Background: an optimization exercise with open tools, aiming at small area. Do not read the settings as production practice.
Only simulation tests tie the RTL to the original design; equivalence was not proved. No driver is modelled on the clock port, so clocking that relies on it looks cheaper here than on a real chip.

main:
// cpu_top
module cpu_top (
    input  logic       clk_i,
    input  logic       reset,
    input  logic [7:0] instr_i,
    input  logic       data_or_reg_i,    
    input  logic [4:0] address_i,
    input  logic [1:0] vout_addr_i,
    output logic [7:0] value_o
);
    localparam int N = 31;                     
    localparam logic [1:0] ST_IDLE = 2'd0,     
                           ST_FILL = 2'd1,     
                           ST_RUN  = 2'd2,     
                           ST_DONE = 2'd3;     
    logic [1:0]  st_q;
    logic [1:0]  ph_q;           
    logic [31:0] w_q;            
    logic        pk_q;           
    logic [5:0]  key_q;          
    logic        tv_q;           
    logic        fill, mode, clear;
    logic [7:0]  fbyte;
    assign fill  = (st_q == ST_FILL) && (instr_i != 8'hFF);
    assign fbyte = fill ? instr_i : 8'h00;     
    assign mode  = (st_q == ST_DONE);
    assign clear = (st_q == ST_IDLE);
    always_ff @(posedge clk_i or posedge reset) begin
        if (reset) begin
            st_q <= ST_IDLE;
            ph_q <= 2'd0;
        end else begin
            ph_q <= (st_q == ST_IDLE) ? 2'd0 : ph_q + 2'd1;
            case (st_q)
                ST_IDLE: if (instr_i == 8'hFE) st_q <= ST_FILL;
                ST_FILL: if (instr_i == 8'hFF) st_q <= ST_RUN;
                ST_RUN:  if (ph_q == 2'd1) st_q <= ST_DONE;
                default: ;
            endcase
        end
    end
    always_ff @(posedge clk_i) begin
        w_q <= {fbyte, w_q[31:8]};
    end
    logic [31:0]     val_q [N];
    logic [5:0]      tag_q [N];
    logic [N-1:0]    vld_q;
    logic [N-1:0]    hit, kill;
    logic [5:0]      key, new_tag;
    logic [31:0]     look, new_val, a;
    logic            wr, w3;
    logic [6*N-1:0]  tag_flat;
    logic [32*N-1:0] val_flat;
    always_ff @(posedge clk_i) begin
  ...
For scale: ~2700 cells after synthesis, roughly 26 I/O pins.
clock: 12.0 ns
lec_check: 0
cap_margin: 20
core_margin: 2
core_utilization: 70
gpl_routability_driven: 1
place_density: 0.8
slew_margin: 20
synth_hierarchical: 1
standard.sh (not shown) runs the stock make flow with config.mk's settings and CLKGATE_MAP_FILE= SYNTH_SCRIPT=/design/flow/synth_recipe.tcl, a recipe that flattens the netlist after the stock synthesis.
==> flow/flow/run.sh <==
#!/bin/bash
# The standard layout (the standard.sh) with three changes:
#  - the port buffers are the smallest buffer,
#  - clock tree synthesis inserts no dummy loads and clusters up
#    to 30 flip-flops within 80 um under each leaf buffer,
#  - after global routing, cells on paths with slack to spare are
#    sized down (ORFS's RECOVER_POWER).
# make's full output goes to flow_standard.log; ORFS keeps each
# step's own log under orfs/logs/.
set -euo pipefail
bash standard.sh \
    "BUFFER_PORTS_ARGS=-buffer_cell sky130_fd_sc_hd__buf_1" \
    "CTS_ARGS=-sink_clustering_enable -repair_clock_nets -dont_use_dummy_load -sink_clustering_size 30 -sink_clustering_max_diameter 80" \
    "RECOVER_POWER=100" \
    finish > flow_standard.log 2>&1
Status main: flow complete, layout not clean - capacitance limit, slew limit
Inputs modified between main and the feature branch:
Settings: PLACE_DENSITY changed from 0.8 to 0.6; CORE_UTILIZATION changed from 70 to 50; CTS_CLUSTER_DIAMETER newly set to 100; CTS_CLUSTER_SIZE newly set to 25.
==> flow/flow/run.sh <==
#!/bin/bash
# The standard layout, with two changes: the port buffers are the
# smallest buffer, and clock tree synthesis inserts no dummy loads.
# make's full output goes to flow_standard.log; ORFS keeps each
# step's log under orfs/logs/.
set -euo pipefail
bash standard.sh \
    "BUFFER_PORTS_ARGS=-buffer_cell sky130_fd_sc_hd__buf_1" \
    "CTS_ARGS=-sink_clustering_enable -repair_clock_nets -dont_use_dummy_load -sink_clustering_size 25 -sink_clustering_max_diameter 100" \
    finish > flow_standard.log 2>&1
[summary]
Summary of main and the feature branch: one run falls short of a clean finish, namely main.
No crash in main: every stage finished, but the layout fails its final checks due to capacitance limit, slew limit.
| wire length | the feature branch vs main | about 2% higher |
Per the comparison of the feature branch with main, final design utilization went down 20 points, design area went up about 2%, tap cell count went up about 40%.

## re-timing with driven ports
The flow's constraints put no driver on any port. The routed layouts listed below were extracted and timed again, unchanged, in two steps. Step 1, drivers: a clkbuf_16 drives clk_i and a buf_2 each remaining input, both assumed. Step 2 times the ports against the registers' clock, not the clock port: input delays grow and output delays shrink by t, the midpoint of the rising clock arrivals with the driver on. a / b / c = no drivers / after step 1 / after step 2; a / b = the first two.
run	t (ns)	setup WS [ns]	hold slack, ns
main	0.693	1.371 / 1.307 / 1.609	0.320 / 0.320 / 0.320
the feature branch	0.710	1.879 / 1.815 / 2.508	0.307 / 0.307 / 0.307
